Context: an optimization exercise on an open-source flow, tuned for small area. The choices shown serve that exercise and are no tape-out recipe.
In this exercise RTL edits were held to simulation tests only and were not proved equivalent to the original.
The flow treats the clock pin as an ideal source, which a real chip does not have.
No activity file was given, so power comes from the tool's default toggle rates.

===== design/flow/run.sh =====
#!/bin/bash
# synth_recipe.tcl (not shown) runs the flow's synth.tcl, then flattens the netlist and writes it again
# the make line also repeats each setting of config.mk as NAME=value (left out here)
make -C /OpenROAD-flow-scripts/flow DESIGN_CONFIG=/design/flow/config.mk WORK_HOME=/design/flow/orfs CLKGATE_MAP_FILE= SYNTH_SCRIPT=/design/flow/synth_recipe.tcl finish

===== design/flow/design.v =====
package cam_pkg;
  typedef logic [20-1:0] cam_data_t;
  typedef logic [15-1:0] cam_key_t;
  typedef logic [7-1:0] cam_loc_t;
  typedef logic [100-1:0] cam_valid_t;
  typedef logic [100*20-1:0] cam_entries_t;
endpackage
`timescale 1ns/1ps
module cam_top
(
  input  logic      clk,
  input  logic      rst_an,
  input  logic      write_valid,
  input  cam_pkg::cam_data_t write_data,
  output logic      wcredit,
  input  logic      search_valid,
  input  cam_pkg::cam_key_t  search_key,
  output logic      hit_valid,
  output logic      hit,
  output cam_pkg::cam_data_t hit_data
);
  localparam int D  = 100;
  localparam int LW = 7;
  localparam int KW = 15;
  localparam int UW = 20 - 15;
  logic [KW-1:0] key [D];
  logic [UW-1:0] up  [D];
  logic [D-1:0]  valid;
  logic [LW-1:0] fresh_cnt;
  logic          exhausted;
  logic [LW-1:0] head, tail;
  logic          lnz;
  logic [LW-1:0] loc_q;
  logic [KW-1:0] key_q;
  logic          hit_q;
  logic          push, pop, single, wr_en, link_we;
  logic [LW-1:0] wr_loc, link_head;
  logic [D-1:0]  d_wr, d_tail, d_loc;
  logic [D-1:0]  wsel, lsel, pend;
  assign push    = hit_q;
  assign pop     = write_valid && exhausted && lnz;
  assign single  = (head == tail);
  assign wr_en   = write_valid && (!exhausted || lnz);
  assign wr_loc  = exhausted ? head : fresh_cnt;
  assign link_we = push && lnz && !(pop && single);
  always_comb begin
    for (int i = 0; i < D; i++) begin
      d_wr[i]   = (wr_loc == LW'(i));
      d_tail[i] = (tail == LW'(i));
      d_loc[i]  = (loc_q == LW'(i));
    end
  end
  assign wsel = wr_en   ? d_wr   : '0;
  assign lsel = link_we ? d_tail : '0;
  assign pend = hit_q   ? d_loc  : '0;
  always_comb begin
    link_head = '0;
    for (int i = 0; i < D; i++) begin
      link_head = link_head | (d_wr[i] ? key[i][LW-1:0] : '0);
    end
  end
  always_ff @(posedge clk or negedge rst_an) begin
    if (!rst_an) begin
      fresh_cnt <= '0;
      exhausted <= 1'b0;
    end else if (write_valid && !exhausted) begin
      if (fresh_cnt == LW'(D - 1)) begin
        exhausted <= 1'b1;
      end else begin
        fresh_cnt <= fresh_cnt + 1'b1;
      end
    end
  end
  always_ff @(posedge clk or negedge rst_an) begin
    if (!rst_an) begin
      lnz <= 1'b0;
    end else begin
      lnz <= push || (lnz && !(pop && single));
    end
  end
  always_ff @(posedge clk) begin
    if (pop) begin
      head <= single ? loc_q : link_head;
    end else if (!lnz) begin
      head <= loc_q;
    end
    if (push) begin
      tail <= loc_q;
    end
  end
  always_ff @(posedge clk) begin
    for (int i = 0; i < D; i++) begin
      if (wsel[i] || lsel[i]) begin
        key[i][LW-1:0] <= ({LW{wsel[i]}} & write_data[LW-1:0]) |
                          ({LW{lsel[i]}} & loc_q);
      end
      if (wsel[i]) begin
        key[i][KW-1:LW] <= write_data[KW-1:LW];
        up[i]           <= write_data[20-1:KW];
      end
    end
  end
  always_ff @(posedge clk or negedge rst_an) begin
    if (!rst_an) begin
      valid <= '0;
    end else begin
      valid <= wsel | (valid & ~pend);
    end
  end
  localparam int P = 128;
  logic [P-1:0]  match;
  logic [P-1:0]  tv [8];
  logic [LW-1:0] ti [8][P];
  logic          found;
  logic [LW-1:0] sel_loc;
  always_comb begin
    match = '0;
    for (int i = 0; i < D; i++) begin
      match[i] = valid[i] && !pend[i] && (key[i] == search_key);
    end
  end
  always_comb begin
    tv[0] = match;
    for (int j = 0; j < P; j++) ti[0][j] = '0;
    for (int l = 1; l < 8; l++) begin
      tv[l] = '0;
      for (int j = 0; j < P; j++) ti[l][j] = '0;
      for (int j = 0; j < (P >> l); j++) begin
        tv[l][j] = tv[l-1][2*j] | tv[l-1][2*j+1];
        ti[l][j] = tv[l-1][2*j] ? ti[l-1][2*j] : (ti[l-1][2*j+1] | LW'(1 << (l-1)));
      end
    end
    found   = tv[7][0];
    sel_loc = ti[7][0];
  end
  always_ff @(posedge clk or negedge rst_an) begin
    if (!rst_an) begin
      hit_valid <= 1'b0;
      hit_q     <= 1'b0;
      wcredit   <= 1'b0;
    end else begin
      hit_valid <= search_valid;
      hit_q     <= search_valid && found;
      wcredit   <= hit_q;
    end
  end
  always_ff @(posedge clk) begin
    loc_q <= sel_loc;
    key_q <= search_key;
  end
  logic [UW-1:0] up_sel;
  always_comb begin
    up_sel = '0;
    for (int i = 0; i < D; i++) begin
      up_sel = up_sel | (d_loc[i] ? up[i] : '0);
    end
  end
  assign hit      = hit_q;
  assign hit_data = {up_sel, key_q};
endmodule

===== design/flow/config.mk =====
export PLATFORM = sky130hd
export DESIGN_NAME = cam_top
export DESIGN_NICKNAME = cam_top
export VERILOG_FILES = /design/flow/design.v
export SDC_FILE = /design/flow/constraint.sdc
export NUM_CORES = 4
export LEC_CHECK = 0
export CAP_MARGIN = 5
export CORE_MARGIN = 2
export CORE_UTILIZATION = 40
export CTS_CLUSTER_DIAMETER = 60
export CTS_CLUSTER_SIZE = 30
export PLACE_DENSITY = 0.5
export SLEW_MARGIN = 5

===== design/flow/constraint.sdc =====
create_clock -name core_clock -period 10.0 [get_ports {clk}]
set_input_delay 2.0000 -clock core_clock [delete_from_list [all_inputs] [get_ports {clk}]]
set_output_delay 2.0000 -clock core_clock [all_outputs]
set_load 0.01 [all_outputs]

==> summary.txt, run 1 <==
Floorplanning
  – Die area: roughly 0.26 mm2
  – Rows: approximately 180
  – Initial Utilization: approximately two fifths
  – IO Pins: 62
  – Die height: about 510 um
  – Core ar.: about 0.25 mm2
  – Die X: between 500 and 600 um

Clock tree
  – Cts bufs inserted: 179
  – # H-tree levels: 4
  – Postcts setup bufs: 0
  – Clock Latency Late Sink: a little over 0.9 ns
  – Post_cts resized: 0
  – Clock sinks: approximately 2100
  – Root Driver: clkbuf_16
  – CTS clk-pin slew, worst paths: roughly 0.07 ns
  – # hold bufs at CTS: 0
  – Maximum root-to-sink buffer count: 3
  – CTS tree: done

Route
  – Final Routed Wirelength: 618 mm
  – Vias: 78264
  – DRT Pass-1 Iters: 6
  – Via density: approximately 7
  – Post-DRT Antenna Nets: 0
  – DRC violations left: 0
  – Detailed-route wire length per cell: between 50 and 60 um
  – DR iter-0 viols: 15523

Final layout
  – Fill count: approximately 23000
  – Reg area: 0.0637 mm2
  – Commonest non-fill, non-tap cell in the layout: edfxtp_1
  – Area occupied by multi-input gates: ~0.035 mm2
  – Fin cells: approximately 11000
  – Commonest non-fill, non-tap cells in the layout: edfxtp_1, xor2_1, a22o_1
  – Nets: ~7500
  – Share of cells above drive strength 1: 15.8%
  – Layout area overhead: 13.4%

Critical path
  – CP Launch Point: loc_q[3]$_DFF_P_
  – CP Class: reg -> out
  – Critical-path cell list: buf_4 > and2b_1 > nand2_2 > buf_4 > nor2_1 > a32oi_1 > nand4_1 > or4_1 > nor4_1 > nand4_1 > clkdlybuf4s50_1
  – Instance count on the critical path: 11
  – Worst Setup Start Kind: flop
  – Reg2Reg Setup Slack: a little over 3 ns
  – FF-to-FF path depth: 11
  – CP max FO: 34
  – Crit path to: hit_data[15]
  – Slowest library cell on the worst path: nor4_1
  – Max incr delay on CP: ~0.73 ns
  – R2r endpoint: head[6]$_DFFE_PP_
  – Worst Path Required: 8.00 ns
  – R2r startpoint: exhausted$_DFFE_PN0P_
  – Kind of end point of the critical path: primary output
  – Cell family with most CP delay: simple AND/OR/NAND/NOR gates
  – CP Buf/Inv Count: 3
  – Crit path DAT: ~5.8 ns

Timing
  – Max Slew Vio Count: 8
  – Slew headroom: -1.15%
  – TNS Setup: 0 ns
  – Layout Skew: 0.101 ns
  – Hold WS: between 0.4 and 0.5 ns
  – FMAX: ~130 MHz
  – Unrepaired setup endpoints after global routing: false
  – Fin crit period: about 7.8 ns
  – Hold Vio Cnt, Final: 0
  – Tcrit/Tclk final: 77.6%
  – Worst slew pin tran: 1.51 ns
  – Setup-failing EPs final: 0

Synthesis
  – Synthesized area per cell: around 14 um2
  – Number of synthesized register bits: about 2100
  – Mapped Area: slightly above 0.1 mm2
  – Async SR Flop Fraction: between 5 and 6%
  – Main synth FF type: edfxtp_1
  – Post-synthesis sequential area ratio: a little over three fifths
  – Ys Warns: 5
  – Netlist cell types: just under 90
  – Synthesized Nets: around 7200
  – Post-synth EDFFs: ~2000
  – Syn Inst Count: between 7000 and 8000

Outcome
  – Fail Reasons: capacitance limit, slew limit
  – Status: complete, but fails checks

Placed design
  – Placer Congestion: between 1 and 1.5
  – Detail Placement HPWL: 441 mm
  – Placed cell count: roughly 11000
  – Port bufs: 61

Power and ir drop
  – Pwr dens: approximately 170 mW/mm2
  – Pwr Total: between 15 and 20 mW
  – Worst VDD drop: 0.186 mV
  – Leakage: 35.0 nW

Job
  – Max Cap Viol: 3

Global route
  – Antenna violations before repair: roughly 100
  – GR Overflow Total: 0
  – Global-route wire length before repair: 780 mm
  – Largest net degree at the start of global routing: approximately 100
  – All-Layer GR Usage: between 40% and 50%
  – Vias in the first global route: approximately 70000

Worst hold path
  – Hold path start: valid[61]$_DFF_PN0_
  – HP Class: reg -> reg
## cell usage after synthesis, types with 6 or more instances
library cell / number / area (um2)
or4_1: 14 / 105
a222oi_1: 7 / 70.1
a22oi_1: 232 / 1740
inv_1: 14 / 52.6
nand4_1: 251 / 1570
nor3_1: 175 / 876
o32ai_1: 9 / 78.8
nor2b_1: 13 / 81.3
buf_4: 57 / 428
buf_6: 103 / 1160
o22ai_1: 74 / 463
a22o_1: 851 / 7450
buf_1: 31 / 116
a221oi_1: 151 / 1320
nand2b_1: 112 / 701
and2_1: 6 / 37.5
nor2_1: 293 / 1100
or3b_2: 6 / 52.6
clkbuf_1: 242 / 908
xor2_1: 1005 / 8800
a32o_1: 7 / 70.1
a32oi_1: 32 / 280
o21ai_2: 10 / 87.6
xnor2_1: 508 / 4450
o21ai_1: 24 / 120
dfrtp_1: 112 / 2800
or2_2: 103 / 644
o21ai_0: 80 / 400
a21oi_1: 40 / 200
o31ai_1: 8 / 60.1
buf_2: 14 / 70.1
edfxtp_1: 2014 / 60500
a31oi_1: 15 / 93.8
dfxtp_1: 22 / 440
nor4_1: 278 / 1740
nand3_1: 64 / 320
nand2_1: 87 / 327
nand2_2: 9 / 56.3
## flip-flops by register name (all words and copies together), names as in the netlist
name	cells
exhausted	1
fresh_cnt	7
hit_valid	1
key_q	15
lnz	1
valid	100
wcredit	1
up	500
hit_q	1
key	1500
tail	7
loc_q	7
head	7
## power breakdown
group	leakage [nW]	switching, mW	internal (mW)
clock network	3.12	4.05	3.94
registers	18.2	0.0564	9.82
logic	13.7	1.02	0.305
## worst reg2reg max path, cell delays in order, from the launching register on
cell and delay, ns:
dfrtp_1 0.77, inv_1 0.33, nand2_1 0.14, and2_1 0.21, nand2b_1 0.96, nor2_2 0.59, a22o_1 0.62, a221oi_1 1.00
nand4_1 0.61, nor4_1 0.99, a31oi_1 0.19, buf_4 0.25
## per-stage QoR
stage | setup WS [ns] | instance area (um2) | utilization [%]
6_report | 2.24 | 114000 | 45.6
5_1_grt | 2.53 | 114000 | 45.5
4_1_cts | 2.54 | 114000 | 45.5
3_5_place_dp | 3.47 | 108000 | 42.9
3_3_place_gp | 3.17 | 108000 | 42.9
2_1_floorplan | 5.43 | 101000 | -
## logic make-up after synthesis
group	share of synthesized area [%]
AOI/OAI and AO/OA	12.7
xor gates and xnor gates	13.1
adders and majority gates	0.0124
buffers and inverters	2.77
DFF	63.2
muxes	0.105
and+or+nand+nor	8.03
## how the worst min path moves through the flow
stage	endpoint	cells past startpoint
floorplan	tail[6]$_DFFE_PP_	0
global placement	valid[61]$_DFF_PN0_	1
detailed placement	valid[61]$_DFF_PN0_	1
CTS	valid[61]$_DFF_PN0_	1
global route	valid[4]$_DFF_PN0_	2
finish	valid[61]$_DFF_PN0_	1
## metal layers
layer	global-route usage, %	vias up	share of wire [%]
met4	36.9	54	9.8
li1	-	28715	-
met5	0	-	0.059
met2	67.3	7172	42
met1	59.6	40549	36
met3	14.6	1774	12
## final cells by class
class | instances | share of cell area (%)
clock inverter | 145 | 1.67
sequential | 2148 | 55.8
antenna | 45 | 0.0985
inverter | 15 | 0.0492
multi-input combinational | 4572 | 30.9
timing repair buffer | 522 | 3.80
clock buffer | 194 | 4.02
tap | 3348 | 3.66
==> run 2, diff against run 1 <==
==> design/flow/flow/run.sh (new file) <==
#!/bin/bash
# The standard layout, with clock tree synthesis told not to add
# dummy loads (balancing inverters that only add area here).
set -euo pipefail
export CTS_ARGS="-sink_clustering_enable -repair_clock_nets -dont_use_dummy_load -sink_clustering_size 30 -sink_clustering_max_diameter 60"
bash standard.sh > standard.log 2>&1
==> design/flow/standard.sh (new file) <==
#!/bin/bash
# synth_recipe.tcl (not shown) runs the flow's synth.tcl, then flattens the netlist and writes it again
# the make line also repeats each setting of config.mk as NAME=value (left out here)
make -C /OpenROAD-flow-scripts/flow DESIGN_CONFIG=/design/flow/config.mk WORK_HOME=/design/flow/orfs CLKGATE_MAP_FILE= SYNTH_SCRIPT=/design/flow/synth_recipe.tcl "${@:-finish}"
removed: design/flow/run.sh
==> run 2 against run 1 <==
  * Critical endpoint unchanged
  * Clock skew up 0.038 ns
  * Final cell count down 1.4%
  * Highest routed layer unchanged
  * Largest cell class unchanged
  * Synthesized area did not move
  * The layout still fails its checks (capacitance limit, slew limit)
==> summary.txt, run 2 <==
Timing
  – Worst slew pin tran: 1.55 ns (was 1.51 ns)
  – Unrepaired setup endpoints after global routing: false (unchanged)
  – TNS Setup: 0 ns (unchanged)
  – Tcrit/Tclk final: 75.7% (was 77.6%)
  – Setup-failing EPs final: 0 (unchanged)
  – FMAX: 132 MHz (was 129 MHz)
  – Worst setup margin: 2.43 ns (was 2.24 ns)
  – Max Slew Vio Count: 8 (unchanged)
  – Slew headroom: -3.81% (was -1.15%)
  – Layout Skew: 0.138 ns (was 0.101 ns)
  – Fin crit period: 7.57 ns (was 7.76 ns)
  – Hold WS: 0.484 ns (was 0.487 ns)
  – Hold Vio Cnt, Final: 0 (unchanged)

Clock tree
  – Cts bufs inserted: 179 (unchanged)
  – CTS clk-pin slew, worst paths: 0.05 ns (was 0.07 ns)
  – CTS tree: done (unchanged)
  – Root Driver: clkbuf_16 (unchanged)
  – Post_cts resized: 0 (unchanged)
  – Clock sinks: 2148 (unchanged)
  – Postcts setup bufs: 0 (unchanged)
  – # hold bufs at CTS: 0 (unchanged)
  – Clock Latency Late Sink: 0.90 ns (was 0.91 ns)
  – # H-tree levels: 4 (unchanged)
  – Maximum root-to-sink buffer count: 3 (unchanged)

Route
  – Vias: 78063 (was 78264)
  – Top routing layer in use: met5 (unchanged)
  – Routed wl met3: 75.5 mm (was 76.3 mm)
  – Met1 wire length: 225 mm (was 224 mm)
  – Final Routed Wirelength: 618 mm (about the same)
  – Detailed-route wire length per cell: 57.1 um (was 56.3 um)
  – DRC violations left: 0 (unchanged)
  – Via density: 7.20 (was 7.12)
  – Met2 wire len: 258 mm (about the same)
  – DR iter-0 viols: 15447 (was 15523)
  – Post-DRT Antenna Nets: 0 (unchanged)
  – DRT Pass-1 Iters: 6 (unchanged)

Final layout
  – Commonest non-fill, non-tap cells in the layout: edfxtp_1, xor2_1, a22o_1 (unchanged)
  – Area occupied by multi-input gates: 0.0354 mm2 (about the same)
  – Max reg flops: 1500 (unchanged)
  – Post-route cell area: 0.112 mm2 (was 0.114 mm2)
  – Nets: 7478 (unchanged)
  – Top flop regs: key: 1500 flops, up: 500 flops, valid: 100 flops (unchanged)
  – Fin util: 44.8% (was 45.6%)
  – Layout area overhead: 11.4% (was 13.4%)
  – Reg area: 0.0637 mm2 (unchanged)
  – Fill count: 22729 (was 22596)
  – Share of cells above drive strength 1: 14.1% (was 15.8%)
  – Most flops, register: key (unchanged)
  – Commonest non-fill, non-tap cell in the layout: edfxtp_1 (unchanged)

Floorplanning
  – Rows: 184 (unchanged)
  – Initial Utilization: 40.2% (unchanged)
  – IO Pins: 62 (unchanged)
  – Core ar.: 0.251 mm2 (unchanged)
  – Die height: 506 um (unchanged)
  – Die area: 0.256 mm2 (unchanged)
  – Die X: 506 um (unchanged)

Critical path
  – Kind of end point of the critical path: primary output (unchanged)
  – Reg2Reg Setup Slack: 3.28 ns (was 3.06 ns)
  – Crit path to: hit_data[15] (unchanged)
  – CP Class: reg -> out (unchanged)
  – CP Launch Point: loc_q[3]$_DFF_P_ (unchanged)
  – R2r endpoint: head[6]$_DFFE_PP_ (unchanged)
  – Worst Setup Start Kind: flop (unchanged)
  – FF-to-FF path depth: 11 (unchanged)
  – R2r startpoint: exhausted$_DFFE_PN0P_ (unchanged)
  – Worst Path Required: 8.00 ns (about the same)
  – CP max FO: 34 (unchanged)
  – Crit path DAT: 5.57 ns (was 5.76 ns)

Synthesis
  – Netlist cell types: 89 (unchanged)
  – Area contributors post-synth: edfxtp_1, xor2_1, a22o_1 (unchanged)
  – Ys Warns: 5 (unchanged)
  – Compound-gate portion of the synthesized area: 12.7% (unchanged)
  – Largest family of logic cells by synthesized area: XOR/XNOR gates (unchanged)
  – Syn Inst Count: 7186 (unchanged)
  – Synth Area in Simple Gates: 8.03% (unchanged)
  – Mapped Area: 0.101 mm2 (unchanged)
  – Post-synthesis mux area share: 0.105% (unchanged)
  – Top-area cell type share of the netlist area: 60.0% (unchanged)
  – Post-synthesis sequential area ratio: 63.2% (unchanged)
  – Main synth FF type: edfxtp_1 (unchanged)
  – Synthesized area per cell: 14.0 um2 (unchanged)
  – Number of synthesized register bits: 2148 (unchanged)
  – Synthesized Nets: 7226 (unchanged)
  – Synth Area in Adders: 0.0124% (unchanged)
  – Post-synth EDFFs: 2014 (unchanged)
  – Top cell type by total area after synthesis: edfxtp_1 (unchanged)
  – Commonest cells post-synth: edfxtp_1, xor2_1, a22o_1 (unchanged)
  – Async SR Flop Fraction: 5.21% (unchanged)
  – Most numerous cell in the Yosys netlist: edfxtp_1 (unchanged)
  – Xor/xnor cell area share of the yosys netlist: 13.1% (unchanged)

Placed design
  – Detail Placement HPWL: 441 mm (unchanged)
  – Pre-CTS setup slack: 3.47 ns (unchanged)
  – Area after DPL: 0.108 mm2 (unchanged)
  – Port bufs: 61 (unchanged)
  – Placer Congestion: 1.10 (unchanged)

Power and ir drop
  – Leakage: 34.1 nW (was 35.0 nW)
  – Worst VDD drop: 0.170 mV (was 0.186 mV)
  – Pwr dens: 157 mW/mm2 (was 168 mW/mm2)

Global route
  – Global-route wire length before repair: 778 mm (was 780 mm)
  – Antenna violations before repair: 113 (was 103)
  – Vias in the first global route: 69493 (was 69714)
  – GR Overflow Total: 0 (unchanged)
  – All-Layer GR Usage: 47.1% (was 47.2%)
  – Largest net degree at the start of global routing: 101 (unchanged)

Worst hold path
  – HP Class: reg -> reg (unchanged)

Outcome
  – Status: complete, but fails checks (unchanged)
  – Fail Reasons: capacitance limit, slew limit (unchanged)

Job
  – Max Cap Viol: 4 (was 3)
-- run 2: cell counts after synthesis --
No cell type changed its count.
-- run 2: cell families (layout without fill, tap and decap cells) --
group / count (synthesis) / count (layout)
flops: 2148 / 2148
compound gates: 1587 / 1587
xor+xnor: 1513 / 1513
simple gates: 1461 / 1461
buf+inv: 466 / 716
mux: 10 / 10
fa+ha+maj: 1 / 1
other cells: 0 / 55
-- run 2: metrics by stage --
| stage | std cells | total power [mW] |
|---|---|---|
| 6_report | 10839 | 17.6 |
| 5_1_grt | 10788 | 17.9 |
| 4_1_cts | 10782 | 17.6 |
| 3_5_place_dp | 10603 | 11.3 |
| 3_3_place_gp | 10600 | 11.4 |
| 2_1_floorplan | 7186 | 10.6 |
-- run 2: worst min path at each step --
stage                     depth (start not counted)                start                  end
after floorplan                                   0  loc_q[6]$_SDFF_PP1_    tail[6]$_DFFE_PP_
after global placement                            1  valid[61]$_DFF_PN0_  valid[61]$_DFF_PN0_
after detailed placement                          1  valid[61]$_DFF_PN0_  valid[61]$_DFF_PN0_
after CTS                                         1  valid[61]$_DFF_PN0_  valid[61]$_DFF_PN0_
after global routing                              2   valid[4]$_DFF_PN0_   valid[4]$_DFF_PN0_
final                                             1  valid[61]$_DFF_PN0_  valid[61]$_DFF_PN0_
-- run 2: worst max-delay path, cell delays in order (launching register included) --
cell and delay (ns):
dfxtp_4 0.51, buf_4 0.46, and2b_1 0.34, nand2_2 0.08
buf_4 0.43, nor2_1 0.13, a32oi_1 0.61, nand4_1 0.15
or4_1 0.46, nor4_1 0.62, nand4_1 0.25, clkdlybuf4s50_1 0.54
-- run 2: layout make-up --
class | count | share of cell area [%]
inverter | 15 | 0.0501
tap | 3348 | 3.73
multi-input combinational | 4572 | 31.5
sequential | 2148 | 56.7
antenna | 55 | 0.123
timing repair buffer | 522 | 3.88
clock buffer | 179 | 3.99
-- run 2: per-layer routing --
layer	vias up	GRT usage, %
li1	28528	-
met4	64	35.9
met3	1803	14.3
met2	7250	67.6
met1	40418	59.6
met5	-	0
-- run 2: power breakdown --
| group | switching (mW) | internal (mW) | leakage [nW] | total (mW) |
|---|---|---|---|---|
| Sequential | 0.0563 | 9.83 | 18.2 | 9.88 |
| Clock | 3.30 | 3.13 | 2.21 | 6.43 |
| Combinational | 1.02 | 0.305 | 13.7 | 1.33 |
==> run 3, diff against run 2 <==
--- a/design/flow/design.v
+++ b/design/flow/design.v
@@ -88,12 +88,13 @@
       tail <= loc_q;
     end
   end
+  logic [D-1:0] hold;
+  assign hold = ~(wsel | lsel);
   always_ff @(posedge clk) begin
     for (int i = 0; i < D; i++) begin
-      if (wsel[i] || lsel[i]) begin
-        key[i][LW-1:0] <= ({LW{wsel[i]}} & write_data[LW-1:0]) |
-                          ({LW{lsel[i]}} & loc_q);
-      end
+      key[i][LW-1:0] <= ({LW{hold[i]}} & key[i][LW-1:0]) |
+                        ({LW{wsel[i]}} & write_data[LW-1:0]) |
+                        ({LW{lsel[i]}} & loc_q);
       if (wsel[i]) begin
         key[i][KW-1:LW] <= write_data[KW-1:LW];
         up[i]           <= write_data[20-1:KW];
==> design/flow/run.sh (new file) <==
#!/bin/bash
# synth_recipe.tcl (not shown) runs the flow's synth.tcl, then flattens the netlist and writes it again
# the make line also repeats each setting of config.mk as NAME=value (left out here)
make -C /OpenROAD-flow-scripts/flow DESIGN_CONFIG=/design/flow/config.mk WORK_HOME=/design/flow/orfs CLKGATE_MAP_FILE= SYNTH_SCRIPT=/design/flow/synth_recipe.tcl finish
--- a/design/flow/config.mk
+++ b/design/flow/config.mk
@@ -5,10 +5,10 @@
 export SDC_FILE = /design/flow/constraint.sdc
 export NUM_CORES = 4
 export LEC_CHECK = 0
-export CAP_MARGIN = 5
+export CAP_MARGIN = 20
 export CORE_MARGIN = 2
 export CORE_UTILIZATION = 40
 export CTS_CLUSTER_DIAMETER = 60
 export CTS_CLUSTER_SIZE = 30
 export PLACE_DENSITY = 0.5
-export SLEW_MARGIN = 5
+export SLEW_MARGIN = 20
removed: design/flow/flow/run.sh
removed: design/flow/standard.sh
==> run 3 against run 2 <==
  * The run now finishes clean
  * Die area down 2.3%
  * Global-route usage up 1.9 points
  * Core utilization up 0.89 points
  * Routed wire length up 1.7%
  * First-iteration DRC count up 7.6%
  * Clock power up 28%
  * Register-to-register slack better by 0.81 ns
  * Final area down 0.23%
  * Synthesized area down 2.3%
  * Critical endpoint unchanged
==> summary.txt, run 3 <==
Critical path
  – Worst Path Required: 8.00 ns (about the same)
  – CP Class: reg -> out (unchanged)
  – Crit path DAT: 5.93 ns (was 5.57 ns)
  – CP max FO: 34 (unchanged)
  – Worst Setup Start Kind: flop (unchanged)
  – Kind of end point of the critical path: primary output (unchanged)

Final layout
  – Top flop regs: key: 1500 flops, up: 500 flops, valid: 100 flops (unchanged)
  – Commonest non-fill, non-tap cell in the layout: edfxtp_1 (unchanged)
  – Nets: 8499 (was 7478)
  – Commonest non-fill, non-tap cells in the layout: edfxtp_1, xor2_1, nand2_1 (was edfxtp_1, xor2_1, a22o_1)
  – Layout area overhead: 13.7% (was 11.4%)
  – Max reg flops: 1500 (unchanged)
  – Most flops, register: key (unchanged)
  – Post-route cell area: 0.112 mm2 (about the same)
  – Fin cells: 11902 (was 10839)
  – Fin util: 45.7% (was 44.8%)
  – Share of cells above drive strength 1: 12.0% (was 14.1%)

Timing
  – Hold WS: 0.474 ns (was 0.484 ns)
  – Tcrit/Tclk final: 79.3% (was 75.7%)
  – Worst setup margin: 2.07 ns (was 2.43 ns)
  – Fin crit period: 7.93 ns (was 7.57 ns)
  – TNS Setup: 0 ns (unchanged)
  – Worst slew pin tran: 1.38 ns (was 1.55 ns)
  – Slew headroom: 7.78% (was -3.81%)
  – Max Slew Vio Count: 0 (was 8)
  – Layout Skew: 0.0681 ns (was 0.138 ns)
  – FMAX: 126 MHz (was 132 MHz)
  – Unrepaired setup endpoints after global routing: false (unchanged)
  – Setup-failing EPs final: 0 (unchanged)
  – Hold Vio Cnt, Final: 0 (unchanged)

Synthesis
  – Synthesized area per cell: 11.9 um2 (was 14.0 um2)
  – Commonest cells post-synth: edfxtp_1, xor2_1, nand2_1 (was edfxtp_1, xor2_1, a22o_1)
  – Number of synthesized register bits: 2148 (unchanged)
  – Post-synthesis sequential area ratio: 57.6% (was 63.2%)
  – Async SR Flop Fraction: 5.21% (unchanged)
  – Post-synth EDFFs: 1314 (was 2014)
  – Main synth FF type: edfxtp_1 (unchanged)
  – Syn Inst Count: 8275 (was 7186)
  – Synthesized Nets: 8315 (was 7226)
  – Top cell type by total area after synthesis: edfxtp_1 (unchanged)
  – Area contributors post-synth: edfxtp_1, dfxtp_1, xor2_1 (was edfxtp_1, xor2_1, a22o_1)
  – Ys Warns: 5 (unchanged)
  – Top-area cell type share of the netlist area: 40.0% (was 60.0%)
  – Netlist cell types: 92 (was 89)
  – Most numerous cell in the Yosys netlist: edfxtp_1 (unchanged)
  – Mapped Area: 0.0985 mm2 (was 0.101 mm2)

Clock tree
  – Cts bufs inserted: 181 (was 179)
  – Postcts setup bufs: 0 (unchanged)
  – Root Driver: clkbuf_16 (unchanged)
  – Clock sinks: 2148 (unchanged)
  – Post_cts resized: 0 (unchanged)
  – # H-tree levels: 4 (unchanged)
  – CTS tree: done (unchanged)
  – CTS clk-pin slew, worst paths: 0.08 ns (was 0.05 ns)
  – Maximum root-to-sink buffer count: 3 (unchanged)
  – # hold bufs at CTS: 0 (unchanged)
  – Clock Latency Late Sink: 0.95 ns (was 0.90 ns)

Floorplanning
  – Rows: 182 (was 184)
  – Die X: 500 um (was 506 um)
  – Die height: 500 um (was 506 um)
  – Core ar.: 0.245 mm2 (was 0.251 mm2)
  – IO Pins: 62 (unchanged)
  – Die area: 0.250 mm2 (was 0.256 mm2)
  – Initial Utilization: 40.1% (was 40.2%)

Power and ir drop
  – Pwr dens: 182 mW/mm2 (was 157 mW/mm2)
  – Clk pwr share: 40.6% (was 36.4%)
  – Worst VDD drop: 0.153 mV (was 0.170 mV)
  – Sequential Power Share: 51.6% (was 56.0%)
  – Internal power: 14.2 mW (was 13.3 mW)
  – Sw frac: 30.4% (was 24.8%)
  – Leakage: 42.1 nW (was 34.1 nW)
  – Pwr Total: 20.4 mW (was 17.6 mW)
  – Psw: 6.18 mW (was 4.38 mW)
  – Comb power frac: 7.8% (was 7.5%)

Global route
  – All-Layer GR Usage: 49.0% (was 47.1%)
  – Antenna violations before repair: 125 (was 113)
  – Vias in the first global route: 74131 (was 69493)
  – Global-route wire length before repair: 799 mm (was 778 mm)
  – GR Overflow Total: 0 (unchanged)
  – Largest net degree at the start of global routing: 103 (was 101)

Placed design
  – Port bufs: 61 (unchanged)
  – Placer Congestion: 1.13 (was 1.10)
  – Pre-CTS setup slack: 3.15 ns (was 3.47 ns)
  – Placed cell count: 11492 (was 10603)
  – Detail Placement HPWL: 443 mm (was 441 mm)
  – Area after DPL: 0.105 mm2 (was 0.108 mm2)

Route
  – DRT Pass-1 Iters: 14 (was 6)
  – Via density: 7.11 (was 7.20)
  – Post-DRT Antenna Nets: 0 (unchanged)
  – Detailed-route wire length per cell: 52.9 um (was 57.1 um)
  – Vias: 84611 (was 78063)
  – DRC violations left: 0 (unchanged)
  – Final Routed Wirelength: 629 mm (was 618 mm)
  – DR iter-0 viols: 16626 (was 15447)

Job
  – Max Cap Viol: 0 (was 4)

Outcome
  – Status: complete, no violations (was complete, but fails checks)

Worst hold path
  – HP Class: reg -> reg (unchanged)
-- run 3: critical path, cell delays in order (launching register included) --
cell	delay [ns]
dfxtp_2	0.83
clkinv_2	0.62
and2_2	0.37
buf_4	0.31
nand3_1	0.18
nand2_1	0.11
a221oi_1	0.65
nand4_1	0.16
or4_1	0.55
nor4_1	0.41
nand4_1	0.25
clkdlybuf4s50_1	0.54
-- run 3: path summary, 6_finish.rpt --
check                                      start                   to  slack [ns]  cells past startpoint
max in group asynchronous                 rst_an  valid[79]$_DFF_PN0_        7.29                      2
max                             loc_q[5]$_DFF_P_         hit_data[15]        2.07                     11
min reg2reg                   key[45][2]$_DFF_P_   key[45][2]$_DFF_P_        0.47                      2
min in group asynchronous                 rst_an  valid[15]$_DFF_PN0_        1.10                      1
max reg2reg                exhausted$_DFFE_PN0P_    head[0]$_DFFE_PP_        4.09                      7
min                           key[45][2]$_DFF_P_   key[45][2]$_DFF_P_        0.47                      2
-- run 3: cells by family after synthesis --
group	Yosys count	synth area share (%)
multiplexers	8	0.0863
flip-flops	2148	57.6
AO/OA/AOI/OAI	1874	14.9
adder cells (fa/ha/maj)	1	0.0127
XOR/XNOR	1513	13.4
buffers and inverters	495	2.56
AND/OR/NAND/NOR	2236	11.5
-- run 3: layout make-up --
| cell class | instances | area, um2 |
|---|---|---|
| Sequential cell | 2148 | 56700 |
| Inverter | 17 | 65.1 |
| Clock inverter | 151 | 2140 |
| Fill cell | 22616 | 133000 |
| Clock buffer | 193 | 4680 |
| Timing Repair Buffer | 479 | 4000 |
| Tap cell | 3220 | 4030 |
| Multi-Input combinational cell | 5632 | 40300 |
| Antenna cell | 62 | 155 |
-- run 3: power groups by stage --
stage | sequential, mW | combinational, mW | clock, mW
2_1_floorplan | 10.1 | 0.897 | 0
3_3_place_gp | 10.6 | 1.53 | 0
3_5_place_dp | 10.6 | 1.54 | 0
4_1_cts | 10.4 | 1.54 | 8.25
5_1_grt | 10.4 | 1.63 | 8.56
6_report | 10.5 | 1.59 | 8.26
-- run 3: routing by layer --
metal	share of wire [%]	vias up	routed length (um)	GRT usage [%]
met3	13	1997	82900	16.7
met2	41	7715	255000	68.4
met5	0.070	-	441	0.174
met4	9.6	56	60500	37.5
met1	37	43122	230000	62.0
li1	-	31721	-	-
==> run 4, diff against run 3 <==
==> design/flow/flow/run.sh (new file) <==
#!/bin/bash
# The standard layout, with two changes to the clock tree:
#  - clock tree synthesis adds no dummy loads;
#  - after it, each clock buffer is given the smallest clkbuf size that
#    keeps the slew at every pin it drives under 100 ps.
set -euo pipefail
export CTS_ARGS="-sink_clustering_enable -repair_clock_nets -dont_use_dummy_load -sink_clustering_size 30 -sink_clustering_max_diameter 60"
bash standard.sh cts > standard_cts.log 2>&1
openroad -no_init -exit flow/ckdown.tcl > ckdown.log 2>&1
bash standard.sh > standard.log 2>&1
==> design/flow/flow/ckdown.tcl (new file) <==
# shrink clock buffers where the slew they give stays under the limit.
set R orfs/results/$::env(FLOW_PLATFORM)/cam_top/base
set P $::env(FLOW_HOME)/platforms/$::env(FLOW_PLATFORM)
read_liberty $P/lib/sky130_fd_sc_hd__tt_025C_1v80.lib
read_db $R/4_cts.odb
read_sdc $R/4_cts.sdc
source $P/setRC.tcl
set_propagated_clock [all_clocks]
estimate_parasitics -placement
set lim 0.1
set n 0
foreach inst [get_cells -filter "ref_name =~ sky130_fd_sc_hd__clkbuf_*"] {
  set orig [get_property $inst ref_name]
  set outpin [get_pins -of_objects $inst -filter "direction==output"]
  set loads [get_pins -of_objects [get_nets -of_objects $outpin] -filter "direction==input"]
  foreach cand {sky130_fd_sc_hd__clkbuf_2 sky130_fd_sc_hd__clkbuf_4 sky130_fd_sc_hd__clkbuf_8} {
    if {$cand == $orig} break
    replace_cell $inst $cand
    set ok 1
    foreach l $loads { if {[get_property $l slew_max] > $lim} {set ok 0; break} }
    if {$ok} { incr n; break } else { replace_cell $inst $orig }
  }
}
puts "resized $n clock buffers"
report_worst_slack -max
report_worst_slack -min
write_db $R/4_cts.odb
==> design/flow/standard.sh (new file) <==
#!/bin/bash
# synth_recipe.tcl (not shown) runs the flow's synth.tcl, then flattens the netlist and writes it again
# the make line also repeats each setting of config.mk as NAME=value (left out here)
make -C /OpenROAD-flow-scripts/flow DESIGN_CONFIG=/design/flow/config.mk WORK_HOME=/design/flow/orfs CLKGATE_MAP_FILE= SYNTH_SCRIPT=/design/flow/synth_recipe.tcl "${@:-finish}"
removed: design/flow/run.sh
==> run 4 against run 3 <==
  * Now fails the layout checks on slew limit
  * Synthesized area is the same
  * Clock skew grew 0.011 ns
  * Global-route usage shrank 0.13 points
  * Die area is the same
  * Largest cell class unchanged
==> summary.txt, run 4 <==
Outcome
  – Status: complete, but fails checks (was complete, no violations)
  – Fail Reasons: slew limit

Route
  – Via density: 7.13 (was 7.11)
  – DRT Pass-1 Iters: 6 (was 14)
  – DRC violations left: 0 (unchanged)
  – DR iter-0 viols: 16096 (was 16626)
  – Vias: 83768 (was 84611)
  – Final Routed Wirelength: 627 mm (was 629 mm)
  – Post-DRT Antenna Nets: 0 (unchanged)
  – Detailed-route wire length per cell: 53.4 um (was 52.9 um)

Floorplanning
  – Die X: 500 um (unchanged)
  – Die area: 0.250 mm2 (unchanged)
  – IO Pins: 62 (unchanged)
  – Core ar.: 0.245 mm2 (unchanged)
  – Die height: 500 um (unchanged)
  – Initial Utilization: 40.1% (unchanged)
  – Rows: 182 (unchanged)

Placed design
  – Detail Placement HPWL: 443 mm (unchanged)
  – Placed cell count: 11492 (unchanged)
  – Pre-CTS setup slack: 3.15 ns (unchanged)
  – Placer Congestion: 1.13 (unchanged)
  – Area after DPL: 0.105 mm2 (unchanged)
  – Port bufs: 61 (unchanged)

Synthesis
  – Synthesized Nets: 8315 (unchanged)
  – Ys Warns: 5 (unchanged)
  – Area contributors post-synth: edfxtp_1, dfxtp_1, xor2_1 (unchanged)
  – Top cell type by total area after synthesis: edfxtp_1 (unchanged)
  – Most numerous cell in the Yosys netlist: edfxtp_1 (unchanged)
  – Top-area cell type share of the netlist area: 40.0% (unchanged)
  – Netlist cell types: 92 (unchanged)
  – Number of synthesized register bits: 2148 (unchanged)
  – Mapped Area: 0.0985 mm2 (unchanged)
  – Post-synth EDFFs: 1314 (unchanged)
  – Synthesized area per cell: 11.9 um2 (unchanged)
  – Commonest cells post-synth: edfxtp_1, xor2_1, nand2_1 (unchanged)
  – Async SR Flop Fraction: 5.21% (unchanged)
  – Syn Inst Count: 8275 (unchanged)
  – Main synth FF type: edfxtp_1 (unchanged)
  – Post-synthesis sequential area ratio: 57.6% (unchanged)

Critical path
  – Kind of end point of the critical path: primary output (unchanged)
  – Worst Path Required: 8.00 ns (about the same)
  – Max incr delay on CP: 0.85 ns (was 0.83 ns)
  – Reg2Reg Setup Slack: 4.12 ns (was 4.09 ns)
  – Worst Setup Start Kind: flop (unchanged)
  – Crit path DAT: 5.96 ns (was 5.93 ns)
  – FF-to-FF path depth: 12 (was 7)
  – CP Class: reg -> out (unchanged)
  – CP Buf/Inv Count: 3 (unchanged)
  – Slowest library cell on the worst path: dfxtp_2 (unchanged)
  – R2r endpoint: hit_q$_DFF_PN0_ (was head[0]$_DFFE_PP_)
  – R2r startpoint: loc_q[3]$_DFF_P_ (was exhausted$_DFFE_PN0P_)
  – Critical-path cell list: clkinv_2 > and2_2 > buf_4 > nand3_1 > nand2_1 > a221oi_1 > nand4_1 > or4_1 > nor4_1 > nand4_1 > clkdlybuf4s50_1 (unchanged)
  – Cell family with most CP delay: simple AND/OR/NAND/NOR gates (unchanged)
  – CP max FO: 34 (unchanged)
  – Worst path most repeated cell: nand4_1 (unchanged)

Clock tree
  – # H-tree levels: 4 (unchanged)
  – Post_cts resized: 0 (unchanged)
  – Maximum root-to-sink buffer count: 3 (unchanged)
  – CTS clk-pin slew, worst paths: 0.10 ns (was 0.08 ns)
  – CTS tree: done (unchanged)
  – Root Driver: clkbuf_16 (unchanged)
  – Clock sinks: 2148 (unchanged)
  – Postcts setup bufs: 0 (unchanged)
  – Clock Latency Late Sink: 0.92 ns (was 0.95 ns)
  – Cts bufs inserted: 181 (unchanged)
  – # hold bufs at CTS: 0 (unchanged)

Final layout
  – Top flop regs: key: 1500 flops, up: 500 flops, valid: 100 flops (unchanged)
  – Max reg flops: 1500 (unchanged)
  – Most flops, register: key (unchanged)
  – Fin cells: 11741 (was 11902)
  – Fin util: 44.1% (was 45.7%)
  – Post-route cell area: 0.108 mm2 (was 0.112 mm2)
  – Commonest non-fill, non-tap cell in the layout: edfxtp_1 (unchanged)
  – Nets: 8498 (was 8499)
  – Share of cells above drive strength 1: 10.4% (was 12.0%)
  – Layout area overhead: 9.93% (was 13.7%)
  – Commonest non-fill, non-tap cells in the layout: edfxtp_1, xor2_1, nand2_1 (unchanged)

Global route
  – Largest net degree at the start of global routing: 103 (unchanged)
  – All-Layer GR Usage: 48.8% (was 49.0%)
  – Vias in the first global route: 73720 (was 74131)
  – GR Overflow Total: 0 (unchanged)
  – Antenna violations before repair: 119 (was 125)
  – Global-route wire length before repair: 796 mm (was 799 mm)

Timing
  – TNS Setup: 0 ns (unchanged)
  – Hold Vio Cnt, Final: 0 (unchanged)
  – Layout Skew: 0.0795 ns (was 0.0681 ns)
  – Worst slew pin tran: 1.52 ns (was 1.38 ns)
  – FMAX: 126 MHz (about the same)
  – Setup-failing EPs final: 0 (unchanged)
  – Fin crit period: 7.96 ns (was 7.93 ns)
  – Worst setup margin: 2.04 ns (was 2.07 ns)
  – Hold WS: 0.474 ns (about the same)
  – Unrepaired setup endpoints after global routing: false (unchanged)
  – Tcrit/Tclk final: 79.6% (was 79.3%)
  – Slew headroom: -1.15% (was 7.78%)
  – Max Slew Vio Count: 1 (was 0)

Worst hold path
  – WHS Endpoint: key[81][1]$_DFF_P_ (was key[45][2]$_DFF_P_)
  – HP Class: reg -> reg (unchanged)
  – Hold path start: key[81][1]$_DFF_P_ (was key[45][2]$_DFF_P_)
  – Hold depth: 2 (unchanged)

Job
  – Max Cap Viol: 0 (unchanged)

Power and ir drop
  – Pwr Total: 17.4 mW (was 20.4 mW)
  – Pwr dens: 160 mW/mm2 (was 182 mW/mm2)
  – Worst VDD drop: 0.151 mV (was 0.153 mV)
  – Leakage: 40.4 nW (was 42.1 nW)
-- run 4: cell counts after synthesis --
No cell type changed its count.
-- run 4: where the power goes --
group,switching [mW],internal [mW]
sequential,0.821,9.68
clock,3.16,2.11
combinational,1.08,0.516
-- run 4: metal layers --
layer | up-vias | global-route usage (%) | routed length [um]
met5 | - | 0 | 559
met4 | 60 | 38.8 | 61500
met3 | 1999 | 17.2 | 81700
met2 | 7431 | 67.7 | 254000
met1 | 42827 | 61.4 | 230000
li1 | 31451 | - | -
-- run 4: worst register-to-register path: stages (launching register included) --
cell and delay (ns):
dfxtp_4 0.53, buf_4 0.78, nand3_2 0.72, buf_4 0.47, o21ai_0 0.68, nor4_2 0.13, buf_4 0.20, nor4bb_1 1.06
nand3_1 0.31, or2_4 0.34, nor3_4 0.26, nand2_1 0.14, and2_1 0.18
-- run 4: layout make-up --
class                           count  area, um2
Antenna cell                       65        163
Clock buffer                      181       3110
Fill cell                       22934     137000
Inverter                           17       65.1
Multi-Input combinational cell   5632      40200
Sequential cell                  2148      56700
Tap cell                         3220       4030
Timing Repair Buffer              478       3980
-- run 4: worst max-delay path by stage --
stage / start / slack (ns) / to / depth (start not counted)
floorplan: write_valid / 5.33 / key[31][0]$_DFF_P_ / 7
detailed placement: loc_q[5]$_DFF_P_ / 3.15 / hit_data[15] / 11
finish: loc_q[5]$_DFF_P_ / 2.04 / hit_data[15] / 11
global route: loc_q[5]$_DFF_P_ / 2.09 / hit_data[15] / 11
CTS: loc_q[5]$_DFF_P_ / 2.20 / hit_data[15] / 11
global placement: search_key[13] / 3.21 / loc_q[0]$_DFF_P_ / 11
-- run 4: logic make-up after synthesis --
group / share of synthesized area (%)
fa+ha+maj: 0.0127
compound gates: 14.9
simple gates: 11.5
flops: 57.6
mux: 0.0863
xor+xnor: 13.4
buf+inv: 2.56
==> run 5, diff against run 4 <==
==> design/flow/flow/run.sh (replaced) <==
#!/bin/bash
# The standard layout, with two changes to the clock tree:
#  - clock tree synthesis adds no dummy loads;
#  - after it, each clock buffer is given the smallest clkbuf size that
#    keeps the slew at every pin it drives under 100 ps, and long
#    signal nets are repaired to a wider slew and cap margin.
set -euo pipefail
export CTS_ARGS="-sink_clustering_enable -repair_clock_nets -dont_use_dummy_load -sink_clustering_size 30 -sink_clustering_max_diameter 60"
bash standard.sh cts > standard_cts.log 2>&1
openroad -no_init -exit flow/ckdown.tcl > ckdown.log 2>&1
bash standard.sh > standard.log 2>&1
--- a/design/flow/flow/ckdown.tcl
+++ b/design/flow/flow/ckdown.tcl
@@ -22,6 +22,13 @@
   }
 }
 puts "resized $n clock buffers"
+# long signal nets: routed, their slew comes out well above the
+# placement estimate, so repair them here to a wider margin.
+set_dont_use {sky130_fd_sc_hd__probe_p_8 sky130_fd_sc_hd__probec_p_8 sky130_fd_sc_hd__lpflow_*}
+estimate_parasitics -placement
+repair_design -slew_margin 40 -cap_margin 40
+detailed_placement
+check_placement -verbose
 report_worst_slack -max
 report_worst_slack -min
 write_db $R/4_cts.odb
==> run 5 against run 4 <==
  * The run now finishes clean
  * Power up 0.15%
  * Fmax up 0.41%
  * Via count up 0.21%
  * Critical path type unchanged
==> summary.txt, run 5 <==
Critical path
  – CP max FO: 34 (unchanged)
  – Worst Setup Start Kind: flop (unchanged)
  – Worst Path Required: 8.00 ns (about the same)
  – CP Class: reg -> out (unchanged)
  – Kind of end point of the critical path: primary output (unchanged)
  – Crit path DAT: 5.93 ns (was 5.96 ns)

Timing
  – Hold Vio Cnt, Final: 0 (unchanged)
  – Worst slew pin tran: 1.40 ns (was 1.52 ns)
  – Tcrit/Tclk final: 79.3% (was 79.6%)
  – Slew headroom: 6.66% (was -1.15%)
  – Unrepaired setup endpoints after global routing: false (unchanged)
  – Layout Skew: 0.0853 ns (was 0.0795 ns)
  – Fin crit period: 7.93 ns (was 7.96 ns)
  – FMAX: 126 MHz (about the same)
  – TNS Setup: 0 ns (unchanged)
  – Max Slew Vio Count: 0 (was 1)
  – Setup-failing EPs final: 0 (unchanged)

Power and ir drop
  – Pwr dens: 160 mW/mm2 (about the same)
  – Leakage: 40.7 nW (was 40.4 nW)
  – Worst VDD drop: 0.176 mV (was 0.151 mV)

Synthesis
  – Most numerous cell in the Yosys netlist: edfxtp_1 (unchanged)
  – Ys Warns: 5 (unchanged)
  – Top cell type by total area after synthesis: edfxtp_1 (unchanged)
  – Top-area cell type share of the netlist area: 40.0% (unchanged)
  – Synthesized Nets: 8315 (unchanged)
  – Commonest cells post-synth: edfxtp_1, xor2_1, nand2_1 (unchanged)
  – Async SR Flop Fraction: 5.21% (unchanged)
  – Netlist cell types: 92 (unchanged)
  – Synthesized area per cell: 11.9 um2 (unchanged)
  – Mapped Area: 0.0985 mm2 (unchanged)
  – Post-synth EDFFs: 1314 (unchanged)
  – Number of synthesized register bits: 2148 (unchanged)
  – Main synth FF type: edfxtp_1 (unchanged)
  – Post-synthesis sequential area ratio: 57.6% (unchanged)
  – Syn Inst Count: 8275 (unchanged)
  – Area contributors post-synth: edfxtp_1, dfxtp_1, xor2_1 (unchanged)

Global route
  – Vias in the first global route: 73905 (was 73720)
  – Met3 Use GR: 17.0% (was 17.2%)
  – Global-route wire length before repair: 798 mm (was 796 mm)
  – Antenna violations before repair: 127 (was 119)
  – GR Overflow Total: 0 (unchanged)
  – GRT Max-Usage Layer: met2 (unchanged)
  – Met2 Use GR: 68.3% (was 67.7%)
  – All-Layer GR Usage: 48.9% (was 48.8%)
  – Largest net degree at the start of global routing: 88 (was 103)
  – M1 GR Usage: 61.7% (was 61.4%)

Final layout
  – Nets: 8516 (was 8498)
  – Fill count: 22911 (was 22934)
  – Fin util: 44.3% (was 44.1%)
  – Share of cells above drive strength 1: 10.9% (was 10.4%)
  – Top flop regs: key: 1500 flops, up: 500 flops, valid: 100 flops (unchanged)
  – Commonest non-fill, non-tap cell in the layout: edfxtp_1 (unchanged)
  – Max reg flops: 1500 (unchanged)
  – Commonest non-fill, non-tap cells in the layout: edfxtp_1, xor2_1, nand2_1 (unchanged)
  – Most flops, register: key (unchanged)
  – Layout area overhead: 10.5% (was 9.93%)

Clock tree
  – # hold bufs at CTS: 0 (unchanged)
  – Clock sinks: 2148 (unchanged)
  – CTS clk-pin slew, worst paths: 0.10 ns (about the same)
  – Root Driver: clkbuf_16 (unchanged)
  – Post_cts resized: 0 (unchanged)
  – Maximum root-to-sink buffer count: 3 (unchanged)
  – CTS tree: done (unchanged)
  – Clock Latency Late Sink: 0.91 ns (was 0.92 ns)
  – Postcts setup bufs: 0 (unchanged)
  – Cts bufs inserted: 181 (unchanged)
  – # H-tree levels: 4 (unchanged)

Route
  – Vias: 83943 (was 83768)
  – Final Routed Wirelength: 629 mm (was 627 mm)
  – DRT Pass-1 Iters: 11 (was 6)
  – Via density: 7.14 (was 7.13)
  – DRC violations left: 0 (unchanged)
  – Detailed-route wire length per cell: 53.6 um (was 53.4 um)
  – Post-DRT Antenna Nets: 0 (unchanged)
  – DR iter-0 viols: 16329 (was 16096)

Floorplanning
  – Core ar.: 0.245 mm2 (unchanged)
  – IO Pins: 62 (unchanged)
  – Rows: 182 (unchanged)
  – Initial Utilization: 40.1% (unchanged)
  – Die height: 500 um (unchanged)
  – Die X: 500 um (unchanged)
  – Die area: 0.250 mm2 (unchanged)

Job
  – Max Cap Viol: 0 (unchanged)

Placed design
  – Placer Congestion: 1.13 (unchanged)
  – Port bufs: 61 (unchanged)
  – Detail Placement HPWL: 443 mm (unchanged)

Outcome
  – Status: complete, no violations (was complete, but fails checks)

Worst hold path
  – HP Class: reg -> reg (unchanged)
-- run 5: cell families (layout without fill, tap and decap cells) --
group / Yosys count / after routing / share of synthesized area, %
AO/OA/AOI/OAI: 1874 / 1874 / 14.9
adder cells (fa/ha/maj): 1 / 1 / 0.0127
AND/OR/NAND/NOR: 2236 / 2236 / 11.5
multiplexers: 8 / 8 / 0.0863
buffers and inverters: 495 / 694 / 2.56
flip-flops: 2148 / 2148 / 57.6
XOR/XNOR: 1513 / 1513 / 13.4
other: 0 / 60 / 0
-- run 5: routing by layer --
metal | vias up | part of all wire (%)
li1 | 31469 | -
met1 | 42993 | 37
met2 | 7494 | 41
met3 | 1913 | 13
met4 | 74 | 9.6
met5 | - | 0.076
-- run 5: critical path, cell delays in order (launching register included) --
cell             delay [ns]
dfxtp_2                0.85
clkinv_2               0.61
and2_2                 0.36
buf_4                  0.30
nand3_1                0.18
nand2_1                0.11
a221oi_1               0.66
nand4_1                0.17
or4_1                  0.55
nor4_1                 0.41
nand4_1                0.28
clkdlybuf4s50_1        0.56
-- run 5: area by class of cell --
cell class / instances / area [um2] / area share (%)
diodes: 60 / 150 / 0.138
clock buffers: 181 / 3110 / 2.85
inverters: 17 / 65.1 / 0.0598
multi-input cells: 5632 / 40500 / 37.2
flip-flops and latches: 2148 / 56700 / 52.1
well taps: 3220 / 4030 / 3.70
repair buffers: 496 / 4280 / 3.93
-- run 5: where the power goes --
part / switching, mW / internal [mW] / total, mW / leakage (nW)
logic: 1.08 / 0.522 / 1.61 / 20.3
registers: 0.827 / 9.68 / 10.5 / 18.8
clock network: 3.17 / 2.11 / 5.28 / 1.59
total: 5.08 / 12.3 / 17.4 / 40.7
-- run 5: path summary, 6_finish.rpt --
check	start	endpoint	slack, ns	cells after the start
worst max-delay path	loc_q[5]$_DFF_P_	hit_data[15]	2.07	11
worst min-delay path	key[45][2]$_DFF_P_	key[45][2]$_DFF_P_	0.47	2
worst max register to register	exhausted$_DFFE_PN0P_	head[2]$_DFFE_PP_	4.04	11
worst min register to register	key[45][2]$_DFF_P_	key[45][2]$_DFF_P_	0.47	2
max in group asynchronous	rst_an	valid[79]$_DFF_PN0_	7.53	2
min in group asynchronous	rst_an	valid[15]$_DFF_PN0_	1.14	1
-- run 5: metrics by stage --
stage,setup WS [ns],cell area [um2],cells,total power [mW],hold slack (ns)
2_1_floorplan,5.33,98500,8275,11.0,0.403
3_3_place_gp,3.21,105000,11490,12.1,0.460
3_5_place_dp,3.15,105000,11492,12.2,0.461
4_1_cts,2.20,110000,11673,18.4,0.471
5_1_grt,2.10,109000,11698,17.6,0.493
6_report,2.07,109000,11754,17.4,0.475
==> run 6, diff against run 5 <==
--- a/design/flow/config.mk
+++ b/design/flow/config.mk
@@ -7,8 +7,8 @@
 export LEC_CHECK = 0
 export CAP_MARGIN = 20
 export CORE_MARGIN = 2
-export CORE_UTILIZATION = 40
+export CORE_UTILIZATION = 46
 export CTS_CLUSTER_DIAMETER = 60
 export CTS_CLUSTER_SIZE = 30
-export PLACE_DENSITY = 0.5
+export PLACE_DENSITY = 0.58
 export SLEW_MARGIN = 20
==> run 6 against run 5 <==
  * Core utilization grew 6.6 points
  * Fmax grew 7.9%
  * Worst hold slack lost 0.0040 ns
  * Final area shrank 0.61%
  * Clock power shrank 4%
  * Die area shrank 13%
  * Sequential share of layout area grew 0.32 points
  * Critical endpoint is now hit_data[16]
==> summary.txt, run 6 <==
Synthesis
  – Netlist cell types: 92 (unchanged)
  – Commonest cells post-synth: edfxtp_1, xor2_1, nand2_1 (unchanged)
  – Synthesized Nets: 8315 (unchanged)
  – Post-synthesis sequential area ratio: 57.6% (unchanged)
  – Post-synth EDFFs: 1314 (unchanged)
  – Top cell type by total area after synthesis: edfxtp_1 (unchanged)
  – Syn Inst Count: 8275 (unchanged)
  – Synthesized area per cell: 11.9 um2 (unchanged)
  – Top-area cell type share of the netlist area: 40.0% (unchanged)
  – Number of synthesized register bits: 2148 (unchanged)
  – Main synth FF type: edfxtp_1 (unchanged)
  – Area contributors post-synth: edfxtp_1, dfxtp_1, xor2_1 (unchanged)
  – Async SR Flop Fraction: 5.21% (unchanged)
  – Ys Warns: 5 (unchanged)
  – Mapped Area: 0.0985 mm2 (unchanged)
  – Most numerous cell in the Yosys netlist: edfxtp_1 (unchanged)

Final layout
  – Commonest non-fill, non-tap cells in the layout: edfxtp_1, xor2_1, nand2_1 (unchanged)
  – Most flops, register: key (unchanged)
  – Nets: 8488 (was 8516)
  – Layout area overhead: 9.79% (was 10.5%)
  – Commonest non-fill, non-tap cell in the layout: edfxtp_1 (unchanged)
  – Top flop regs: key: 1500 flops, up: 500 flops, valid: 100 flops (unchanged)
  – Share of cells above drive strength 1: 10.7% (was 10.9%)
  – Fin util: 50.9% (was 44.3%)
  – Fill count: 18710 (was 22911)
  – Max reg flops: 1500 (unchanged)

Route
  – Via density: 7.48 (was 7.14)
  – Vias: 84928 (was 83943)
  – Post-DRT Antenna Nets: 0 (unchanged)
  – DRC violations left: 0 (unchanged)
  – DR iter-0 viols: 17722 (was 16329)
  – Detailed-route wire length per cell: 52.2 um (was 53.6 um)
  – Final Routed Wirelength: 593 mm (was 629 mm)
  – DRT Pass-1 Iters: 10 (was 11)

Critical path
  – Max incr delay on CP: 0.89 ns (was 0.85 ns)
  – Slowest library cell on the worst path: dfxtp_2 (unchanged)
  – Crit path DAT: 5.35 ns (was 5.93 ns)
  – R2r endpoint: head[5]$_DFFE_PP_ (was head[2]$_DFFE_PP_)
  – CP max FO: 17 (was 34)
  – Worst path most repeated cell: nand4_1 (unchanged)
  – Reg2Reg Setup Slack: 4.03 ns (was 4.04 ns)
  – R2r startpoint: exhausted$_DFFE_PN0P_ (unchanged)
  – Worst Setup Start Kind: flop (unchanged)
  – Kind of end point of the critical path: primary output (unchanged)
  – CP Class: reg -> out (unchanged)
  – Worst Path Required: 8.00 ns (about the same)
  – FF-to-FF path depth: 12 (was 11)
  – Critical-path cell list: buf_4 > or3_1 > nor2_1 > a32o_1 > a221oi_1 > nand4_1 > nor4_1 > nand4_1 > or4_1 > clkdlybuf4s50_1 (was clkinv_2 > and2_2 > buf_4 > nand3_1 > nand2_1 > a221oi_1 > nand4_1 > or4_1 > nor4_1 > nand4_1 > clkdlybuf4s50_1)

Power and ir drop
  – Leakage: 40.6 nW (was 40.7 nW)
  – Pwr dens: 159 mW/mm2 (was 160 mW/mm2)
  – Worst VDD drop: 0.192 mV (was 0.176 mV)

Floorplanning
  – Die area: 0.218 mm2 (was 0.250 mm2)
  – Rows: 169 (was 182)
  – Initial Utilization: 46.4% (was 40.1%)
  – Die X: 467 um (was 500 um)
  – Die height: 467 um (was 500 um)
  – Core ar.: 0.213 mm2 (was 0.245 mm2)
  – IO Pins: 62 (unchanged)

Outcome
  – Status: complete, no violations (unchanged)

Placed design
  – Placer Congestion: 1.16 (was 1.13)
  – Detail Placement HPWL: 416 mm (was 443 mm)
  – Pre-CTS setup slack: 3.56 ns (was 3.15 ns)
  – Port bufs: 61 (unchanged)

Worst hold path
  – HP Class: reg -> reg (unchanged)
  – WHS Endpoint: key[50][5]$_DFF_P_ (was key[45][2]$_DFF_P_)
  – Hold depth: 2 (unchanged)
  – Hold path start: key[50][5]$_DFF_P_ (was key[45][2]$_DFF_P_)

Global route
  – Met3 Use GR: 23.8% (was 17.0%)
  – Largest net degree at the start of global routing: 101 (was 88)
  – GRT Max-Usage Layer: met2 (unchanged)
  – Global-route wire length before repair: 760 mm (was 798 mm)
  – M1 GR Usage: 63.5% (was 61.7%)
  – All-Layer GR Usage: 53.3% (was 48.9%)
  – GR Overflow Total: 0 (unchanged)
  – Antenna violations before repair: 104 (was 127)
  – Vias in the first global route: 74707 (was 73905)
  – Met2 Use GR: 72.5% (was 68.3%)

Clock tree
  – Postcts setup bufs: 0 (unchanged)
  – Root Driver: clkbuf_16 (unchanged)
  – Maximum root-to-sink buffer count: 3 (unchanged)
  – CTS clk-pin slew, worst paths: 0.11 ns (was 0.10 ns)
  – # H-tree levels: 4 (unchanged)
  – Clock sinks: 2148 (unchanged)
  – CTS tree: done (unchanged)
  – Clock Latency Late Sink: 0.86 ns (was 0.91 ns)
  – Cts bufs inserted: 165 (was 181)
  – Post_cts resized: 0 (unchanged)
  – # hold bufs at CTS: 0 (unchanged)

Job
  – Max Cap Viol: 0 (unchanged)

Timing
  – Slew headroom: 16.3% (was 6.66%)
  – Worst slew pin tran: 1.25 ns (was 1.40 ns)
  – TNS Setup: 0 ns (unchanged)
  – Max Slew Vio Count: 0 (unchanged)
  – Hold WS: 0.471 ns (was 0.475 ns)
  – Fin crit period: 7.35 ns (was 7.93 ns)
  – Tcrit/Tclk final: 73.5% (was 79.3%)
  – Layout Skew: 0.108 ns (was 0.0853 ns)
  – FMAX: 136 MHz (was 126 MHz)
  – Setup-failing EPs final: 0 (unchanged)
  – Worst setup margin: 2.65 ns (was 2.07 ns)
  – Hold Vio Cnt, Final: 0 (unchanged)
  – Unrepaired setup endpoints after global routing: false (unchanged)
-- run 6: how the worst max path moves through the flow --
stage,startpoint,end
detailed placement,loc_q[3]$_DFF_P_,hit_data[15]
finish,loc_q[5]$_DFF_P_,hit_data[16]
floorplan,write_valid,key[31][0]$_DFF_P_
global route,loc_q[5]$_DFF_P_,hit_data[16]
CTS,loc_q[3]$_DFF_P_,hit_data[15]
global placement,loc_q[3]$_DFF_P_,hit_data[16]
-- run 6: final cells by class --
type	instances	area (um2)	share of cell area, %
flip-flops and latches	2148	56700	52.4
well taps	2821	3530	3.26
multi-input cells	5632	40500	37.4
repair buffers	484	4170	3.86
inverters	17	65.1	0.0601
clock buffers	165	2970	2.75
diodes	81	203	0.187
-- run 6: per-stage QoR --
stage / instances / total power, mW / instance area, um2
6_report: 11348 / 17.2 / 108000
5_1_grt: 11276 / 17.4 / 108000
4_1_cts: 11232 / 17.9 / 108000
3_5_place_dp: 11067 / 12.1 / 104000
3_3_place_gp: 11062 / 12.1 / 104000
2_1_floorplan: 8275 / 11.0 / 98500
-- run 6: kinds of logic (layout without fill, tap and decap cells) --
logic type | count (synthesis) | after routing | synth area share (%)
AND/OR/NAND/NOR | 2236 | 2236 | 11.5
flip-flops | 2148 | 2148 | 57.6
AO/OA/AOI/OAI | 1874 | 1874 | 14.9
XOR/XNOR | 1513 | 1513 | 13.4
buffers and inverters | 495 | 666 | 2.56
multiplexers | 8 | 8 | 0.0863
adder cells (fa/ha/maj) | 1 | 1 | 0.0127
other | 0 | 81 | 0
-- run 6: worst max-delay path, delay by kind of cell (launching register included) --
kind	cells	cell delay, ns
simple gates	6	2.19
compound gates	2	0.49
buf+inv	2	0.92
flops	1	0.89
-- run 6: where the power goes --
part           switching, mW  leakage [nW]  internal [mW]
Combinational           1.08          20.3          0.520
Clock                   3.05          1.51           2.04
Sequential             0.797          18.8           9.68
-- run 6: metal layers --
| metal | up-vias | wire [um] |
|---|---|---|
| li1 | 31455 | - |
| met1 | 42425 | 200000 |
| met2 | 8689 | 235000 |
| met3 | 2313 | 92100 |
| met4 | 46 | 65100 |
| met5 | - | 733 |

separate check: timing with driven ports:
Ports are ideal in the flow. The routed layouts listed here were re-timed in OpenROAD.
Step 1 sets driving cells, clkbuf_16 on the clock port and buf_2 on the other inputs (assumed; they add their load-dependent delay and slew).
Step 2 adds t to the input delays and takes it off the output delays; t is the mean of the earliest and latest rising clock arrival at the registers after step 1. Input paths then give back, and output paths get back, about the clock's delay inside the block.
Three values: ideal ports, drivers, drivers and shift; two values: the first two.
run	shift t [ns]	setup slack, ns	hold WS [ns]	worst slew at a driven data input, ns
run 1	0.968	2.242 / 2.135 / 2.946	0.487 / 0.487 / 0.487	0.05
run 2	0.955	2.429 / 2.315 / 3.045	0.484 / 0.484 / 0.484	0.05
run 3	1.010	2.067 / 1.969 / 2.978	0.474 / 0.474 / 0.474	0.06
run 4	0.961	2.038 / 1.938 / 2.899	0.474 / 0.474 / 0.474	0.06
run 5	0.960	2.071 / 1.978 / 2.938	0.475 / 0.475 / 0.475	0.06
run 6	0.913	2.653 / 2.551 / 3.373	0.471 / 0.471 / 0.471	0.07
